Context: an optimization exercise on an open-source flow, tuned for small area and a short achievable clock period. The choices shown serve that exercise and are no tape-out recipe.
At most, simulation tests tie the RTL to the original design; equivalence was not proved.
No driver is modelled on the clock port, so clocking that relies on it looks cheaper here than on a real chip.
Power figures rest on the tool's default switching activity, not on a simulated workload.

Setup of wip/fjord:
## ddr_port_mux
module ddr_port_mux
(
	input  logic        afi_phy_clk,
	input  logic        rst,
	input  logic [31:0] wport0_addr,
	input  logic [31:0] wport0_data,
	input  logic [31:0] wport2_addr,
	input  logic [31:0] wport2_data,
	input  logic [1:0]  wport_req,
	output logic [1:0]  wport_ready,
	input  logic [31:0] rport1_addr,
	input  logic [31:0] rport3_addr,
	input  logic [1:0]  rport_req,
	output logic [1:0]  rport_ready,
	output logic [31:0] rport1_data,
	output logic [31:0] rport3_data,
	output logic [1:0]  rport_data_valid,
	input  logic        local_init_done,
	input  logic        local_ready,
	input  logic [31:0] local_rdata,
	input  logic        local_rdata_valid,
	output logic [31:0] local_address,
	output logic [31:0] local_wdata,
	output logic        local_write_req,
	output logic        local_read_req
);
Size in the first run: roughly 950 flip-flops, about 370 I/O pins, roughly 35,000 um^2 of cells after synthesis.
Settings: LEC_CHECK=0, CAP_MARGIN=20, CORE_MARGIN=2, CORE_UTILIZATION=40, SLEW_MARGIN=20; clock period 8.0 ns.
run.sh (not shown) runs the stock make flow with config.mk's settings and CLKGATE_MAP_FILE= SYNTH_SCRIPT=/design/flow/synth_recipe.tcl, a recipe that flattens the netlist after the stock synthesis.
The final layout from wip/fjord, which completed every stage, passed the timing, DRC and antenna checks at the end of the flow.
> inputs changed (wip/fjord -> wip/cedar)
- setting SETUP_SLACK_MARGIN to 5 for the first time
- changing CORE_UTILIZATION from 40 to 65
==> run notes <==
wip/cedar: done, clean on timing, DRC and antenna
wip/cedar vs. wip/fjord: combinational power went down by about 3%.
Delta(sequential power share, wip/cedar - wip/fjord) > 0
[compare] base=wip/fjord new=wip/cedar: final standard cell utilization of the core shows an increase of 29 points; fraction of the cycle the final worst path needs lower; overall routed net length has decreased.
[compare] base=wip/fjord new=wip/cedar: highest cell delay on the worst timing path dropped 0.15 ns; placed instance area dropped 1.3%.
## Diff of input files: wip/ember against wip/cedar
- removing SETUP_SLACK_MARGIN (formerly 5)
Notes after the runs:
As far as flip-flop and latch count goes, wip/cedar and wip/ember are indistinguishable; the numbers are identical. [compare] base=wip/cedar new=wip/ember: cell depth of the worst flop-to-flop path increased by 1 relative to the old numbers; number of buffers inserted during clock tree synthesis +1; wire length of the first global-routing pass climbed 0.81%; area growth from synthesis to layout decreased by 0.26 points relative to the old numbers.


## xenon
ddr_port_mux, a different RTL version from the one above (not shown whole).
Size: roughly 1900 cells after synthesis, about 950 flip-flops, about 370 I/O pins, ~34000 µm² of cells after synthesis.
export LEC_CHECK = 0
export CAP_MARGIN = 20
export CORE_MARGIN = 2
export CORE_UTILIZATION = 65
export CTS_CLUSTER_DIAMETER = 60
export CTS_CLUSTER_SIZE = 35
export SETUP_SLACK_MARGIN = 5
export SLEW_MARGIN = 20
create_clock -name core_clock -period 8.0 [get_ports {afi_phy_clk}]
standard.sh (not shown) runs the stock make flow with config.mk's settings and CLKGATE_MAP_FILE= SYNTH_SCRIPT=/design/flow/synth_recipe.tcl, a recipe that flattens the netlist after the stock synthesis.
==> flow/flow/run.sh <==
#!/bin/bash
# standard layout with a tighter setup margin for repair_timing, small port
# buffers, free resizing, and the clock tree's root buffer dropped after CTS
set -euo pipefail
export POST_CTS_TCL=$PWD/flow/noroot.tcl
bash standard.sh SETUP_SLACK_MARGIN=5.6 "BUFFER_PORTS_ARGS=-buffer_cell sky130_fd_sc_hd__buf_1" MATCH_CELL_FOOTPRINT=0 POST_CTS_TCL=$PWD/flow/noroot.tcl finish > standard_flow.log 2>&1
==> flow/flow/noroot.tcl <==
set block [ord::get_db_block]
proc sink_iterms {net} {
  set l {}
  foreach it [$net getITerms] { if {[$it isInputSignal]} { lappend l $it } }
  return $l
}
set pnet [[$block findBTerm afi_phy_clk] getNet]
set roots [sink_iterms $pnet]
if {[llength $roots] == 1} {
  set root [[lindex $roots 0] getInst]
  set rnet [[$root findITerm X] getNet]
  set loads [sink_iterms $rnet]
  set ok [expr {[llength $loads] >= 1 && [llength $loads] <= 4}]
  foreach l $loads {
    if {![string match sky130_fd_sc_hd__clkbuf_* [[[$l getInst] getMaster] getName]]} { set ok 0 }
  }
  if {$ok} {
    puts "noroot: removing [$root getName], port now drives [llength $loads] buffers"
    [lindex $roots 0] disconnect
    foreach l $loads { $l disconnect; $l connect $pnet }
    [$root findITerm X] disconnect
    odb::dbInst_destroy $root
    odb::dbNet_destroy $rnet
  } else {
    puts "noroot: tree shape not as expected, left unchanged"
  }
}
estimate_parasitics -placement
The following lists how indigo was set up differently from xenon:
- CTS_CLUSTER_SIZE: 35 -> 30
- CORE_UTILIZATION: 65 -> 58
==> flow/flow/run.sh <==
#!/bin/bash
# standard layout with a tighter setup margin for repair_timing, small port
# buffers, free resizing, smaller clock-tree leaf buffers, and the clock
# tree's root buffer dropped after CTS, before its timing repair
set -euo pipefail
export SKIP_CTS_REPAIR_TIMING=1
export POST_CTS_TCL=$PWD/flow/noroot.tcl
export CTS_ARGS="-sink_clustering_enable -sink_clustering_size 18 -sink_clustering_max_diameter 60 -repair_clock_nets -sink_clustering_buffer sky130_fd_sc_hd__clkbuf_8"
bash standard.sh SETUP_SLACK_MARGIN=5.4 "BUFFER_PORTS_ARGS=-buffer_cell sky130_fd_sc_hd__buf_1" MATCH_CELL_FOOTPRINT=0 SKIP_CTS_REPAIR_TIMING=1 POST_CTS_TCL=$PWD/flow/noroot.tcl "CTS_ARGS=$CTS_ARGS" finish > standard_flow.log 2>&1
--- a/flow/flow/noroot.tcl
+++ b/flow/flow/noroot.tcl
@@ -27,2 +27,9 @@
 }
 estimate_parasitics -placement
+repair_timing_helper
+set result [catch { detailed_placement } msg]
+if { $result != 0 } {
+  error "Detailed placement failed after CTS repair: $msg"
+}
+check_placement -verbose
+estimate_parasitics -placement
- | worst setup slack | lower: indigo |
- Compared with xenon, in indigo via count shows a reduction of 722, clock edge transition at the registers on the reported setup and hold paths neither gained nor lost much, post-placement cell area held steady, final area has decreased, total power down 8.1%.
- Diff xenon -> indigo | area of combinational cells with multiple inputs | down by a little under 10%
- Summary of indigo over xenon: sequential share of layout area went up; full die area went up.
--- input diff indigo..harbor ---
- PLACE_DENSITY: unset -> 0.8
- CORE_UTILIZATION: 58 -> 65
==> flow/flow/run.sh <==
#!/bin/bash
# standard layout with a tighter setup margin for repair_timing, small port
# buffers, free resizing, and the clock tree's root buffer dropped after CTS
set -euo pipefail
export POST_CTS_TCL=$PWD/flow/noroot.tcl
bash standard.sh SETUP_SLACK_MARGIN=5.4 "BUFFER_PORTS_ARGS=-buffer_cell sky130_fd_sc_hd__buf_1" MATCH_CELL_FOOTPRINT=0 POST_CTS_TCL=$PWD/flow/noroot.tcl finish > standard_flow.log 2>&1
--- a/flow/flow/noroot.tcl
+++ b/flow/flow/noroot.tcl
@@ -27,9 +27,2 @@
 }
 estimate_parasitics -placement
-repair_timing_helper
-set result [catch { detailed_placement } msg]
-if { $result != 0 } {
-  error "Detailed placement failed after CTS repair: $msg"
-}
-check_placement -verbose
-estimate_parasitics -placement
Notes after the runs:
Relative to indigo, critical path's largest stage delay has decreased by 0.05 ns in harbor. Between indigo and harbor, the met3 usage in global routing is lower for indigo. Critical path startpoint: mux_ddr_access_i.port_arbiter_i.local_address[4] -> indigo, mux_ddr_access_i.port_arbiter_i.local_address[9] -> harbor. [compare] base=indigo new=harbor: cell area rose by 3.4%, wire length fell by about 7%, total vias in the final route rose by 2.5%. Cell internal power dissipation: harbor > indigo. Count of buffer and inverter cells on the critical path came out exactly the same in indigo and harbor. Summary of the comparison: clock network latency to the later pin of the worst-skew pair is higher in harbor, relative to indigo.
Inputs modified between harbor and onyx:
- changing CTS_CLUSTER_SIZE from 30 to 35
- removing PLACE_DENSITY (formerly 0.8)
==> flow/flow/run.sh <==
#!/bin/bash
# standard layout with a tighter setup margin for repair_timing, small port
# buffers, free resizing, and the clock tree's root buffer dropped after CTS
set -euo pipefail
export POST_CTS_TCL=$PWD/flow/noroot.tcl
bash standard.sh SETUP_SLACK_MARGIN=5.3 "BUFFER_PORTS_ARGS=-buffer_cell sky130_fd_sc_hd__buf_1" MATCH_CELL_FOOTPRINT=0 POST_CTS_TCL=$PWD/flow/noroot.tcl finish > standard_flow.log 2>&1
### Flow results
Routed wire in onyx totals more than in harbor. Source-to-sink clock delay at the later pin of the worst-skew pair down 0.02 ns in onyx wrt harbor. Compared with harbor, in onyx stage delay of the slowest cell on the critical path rose 0.05 ns; final-layout worst hold slack fell 0.019 ns; fraction of power consumed by the clock network rose 0.2 points. Of the two values seen for worst setup path startpoint, mux_ddr_access_i.port_arbiter_i.local_address[8] was produced by onyx and mux_ddr_access_i.port_arbiter_i.local_address[9] by harbor. Between harbor and onyx, the part of the total power dissipated in sequential elements figures differ only marginally. Final setup skew delta (onyx − harbor): favourable. Changes observed in onyx relative to harbor: via count of the first global-routing pass lower, met3 demand-to-capacity share in global routing lower, worst setup slack lower.


run a:
ddr_port_mux, a different RTL version from the one above (not shown whole).
Size in the first run: ~2000 cells after synthesis, ~950 flip-flops, roughly 370 I/O pins.
## ddr_port_mux
module ddr_port_mux
(
	input  logic        afi_phy_clk,
	input  logic        rst,
	input  logic [31:0] wport0_addr,
	input  logic [31:0] wport0_data,
	input  logic [31:0] wport2_addr,
	input  logic [31:0] wport2_data,
	input  logic [1:0]  wport_req,
	output logic [1:0]  wport_ready,
	input  logic [31:0] rport1_addr,
	input  logic [31:0] rport3_addr,
	input  logic [1:0]  rport_req,
	output logic [1:0]  rport_ready,
	output logic [31:0] rport1_data,
	output logic [31:0] rport3_data,
	output logic [1:0]  rport_data_valid,
	input  logic        local_init_done,
	input  logic        local_ready,
	input  logic [31:0] local_rdata,
	input  logic        local_rdata_valid,
	output logic [31:0] local_address,
	output logic [31:0] local_wdata,
	output logic        local_write_req,
	output logic        local_read_req
);
	ddr_mux_pkg::ddr_addr_t [ddr_mux_pkg::num_ports/2-1:0] wport_addr;
	ddr_mux_pkg::ddr_data_t [ddr_mux_pkg::num_ports/2-1:0] wport_data;
  ...
==> flow/config.mk <==
export PLATFORM = sky130hd
export DESIGN_NAME = ddr_port_mux
export DESIGN_NICKNAME = ddr_port_mux
export VERILOG_FILES = /design/flow/design.v
export SDC_FILE = /design/flow/constraint.sdc
export NUM_CORES = 4
export LEC_CHECK = 0
export CAP_MARGIN = 20
export CORE_MARGIN = 2
export CORE_UTILIZATION = 65
export CTS_CLUSTER_DIAMETER = 60
export CTS_CLUSTER_SIZE = 30
export SETUP_SLACK_MARGIN = 5
export SLEW_MARGIN = 20
==> flow/constraint.sdc <==
create_clock -name core_clock -period 8.0 [get_ports {afi_phy_clk}]
set_input_delay 1.6000 -clock core_clock [delete_from_list [all_inputs] [get_ports {afi_phy_clk}]]
set_output_delay 1.6000 -clock core_clock [all_outputs]
set_load 0.01 [all_outputs]
==> flow/flow/run.sh <==
#!/bin/bash
# standard layout with a tighter setup margin for repair_timing, small port
# buffers, free resizing, and the clock tree's root buffer dropped after CTS
set -euo pipefail
export POST_CTS_TCL=$PWD/flow/noroot.tcl
bash standard.sh SETUP_SLACK_MARGIN=5.4 "BUFFER_PORTS_ARGS=-buffer_cell sky130_fd_sc_hd__buf_1" MATCH_CELL_FOOTPRINT=0 POST_CTS_TCL=$PWD/flow/noroot.tcl finish > standard_flow.log 2>&1
==> flow/flow/noroot.tcl <==
set block [ord::get_db_block]
proc sink_iterms {net} {
  set l {}
  foreach it [$net getITerms] { if {[$it isInputSignal]} { lappend l $it } }
  return $l
}
set pnet [[$block findBTerm afi_phy_clk] getNet]
set roots [sink_iterms $pnet]
if {[llength $roots] == 1} {
  set root [[lindex $roots 0] getInst]
  set rnet [[$root findITerm X] getNet]
  set loads [sink_iterms $rnet]
  set ok [expr {[llength $loads] >= 1 && [llength $loads] <= 4}]
  foreach l $loads {
    if {![string match sky130_fd_sc_hd__clkbuf_* [[[$l getInst] getMaster] getName]]} { set ok 0 }
  }
  if {$ok} {
    puts "noroot: removing [$root getName], port now drives [llength $loads] buffers"
    [lindex $roots 0] disconnect
    foreach l $loads { $l disconnect; $l connect $pnet }
    [$root findITerm X] disconnect
    odb::dbInst_destroy $root
    odb::dbNet_destroy $rnet
  } else {
    puts "noroot: tree shape not as expected, left unchanged"
  }
}
estimate_parasitics -placement
Having completed the whole flow, run a delivered a layout that passed the timing, DRC and antenna checks.
## Diff of input files: run b against run a
# run a
export LEC_CHECK = 0
export CAP_MARGIN = 20
export CORE_MARGIN = 2
export CORE_UTILIZATION = 65
export CTS_CLUSTER_DIAMETER = 60
export CTS_CLUSTER_SIZE = 30
export SETUP_SLACK_MARGIN = 5
export SLEW_MARGIN = 20
create_clock -name core_clock -period 8.0 [get_ports {afi_phy_clk}]
# run b
export LEC_CHECK = 0
export CAP_MARGIN = 20
export CORE_MARGIN = 2
export CORE_UTILIZATION = 78
export CTS_CLUSTER_DIAMETER = 60
export CTS_CLUSTER_SIZE = 30
export SETUP_SLACK_MARGIN = 5
export SLEW_MARGIN = 20
create_clock -name core_clock -period 8.0 [get_ports {afi_phy_clk}]
Notes after the runs:
Run b | status: complete | timing, DRC, antenna: pass
Summary of run b over run a: routed wire length now sits higher; count of clock-buffer cells in the layout went up 1.
Comparing run a with run b, the flip-flop and latch count came out essentially unchanged.
Run b against run a: met1 demand-to-capacity share in global routing +10 points; multi-input logic area -0.56%.
The combinational share of power of run b is higher than that of run a.
On share of final layout cell area taken by clock buffers and inverters: run b sits below run a.
Per the comparison of run b with run a, design area neither gained nor lost much; normalized max-slew margin lost 0.98 points.
Synthesis-to-finish area growth delta (run b -> run a): insignificant
Routed length on met2 grows by more than 10% when moving from run a to run b.
Function was not checked in any run of this note: the RTL went through the layout flow alone.

==> static timing again, ports no longer ideal <==
The flow's constraints put no driver on any port. The routed layouts listed below were extracted and timed again, unchanged, in two steps. Step 1 assumes that a clkbuf_16 drives the clock port and a buf_2 every other input. Step 2 adds t to the input delays and takes it off the output delays; t is the mean of the earliest and latest rising clock arrival at the registers after step 1. Input paths then give back, and output paths get back, about the clock's delay inside the block. a / b / c = ideal ports / drivers / drivers and shift; a / b = the first two.
| run | shift t [ns] | setup slack, ns | clock arrival spread, ns | slew at the worst register clock pin (ns) |
|---|---|---|---|---|
| wip/fjord | 0.692 | 4.713 / 4.653 / 4.264 | 0.028 / 0.028 | 0.06 / 0.06 |
| wip/cedar | 0.701 | 5.038 / 4.977 / 4.397 | 0.020 / 0.020 | 0.06 / 0.06 |
| wip/ember | 0.693 | 4.694 / 4.632 / 4.285 | 0.026 / 0.025 | 0.06 / 0.06 |
| xenon | 0.552 | 5.336 / 5.213 / 4.945 | 0.042 / 0.042 | 0.12 / 0.12 |
| indigo | 0.542 | 5.320 / 5.190 / 4.974 | 0.016 / 0.016 | 0.11 / 0.11 |
| harbor | 0.555 | 5.346 / 5.226 / 4.924 | 0.051 / 0.052 | 0.11 / 0.11 |
| onyx | 0.554 | 5.299 / 5.170 / 4.866 | 0.028 / 0.029 | 0.12 / 0.12 |
| run a | 0.558 | 5.372 / 5.319 / 4.916 | 0.039 / 0.039 | 0.11 / 0.11 |
| run b | 0.551 | 5.165 / 5.250 / 4.699 | 0.053 / 0.054 | 0.12 / 0.12 |
After both steps setup and hold are still met in every run listed. For wip/cedar, which loses most, drivers alone change the setup slack by -0.061 ns; drivers and shift together by -0.641 ns.
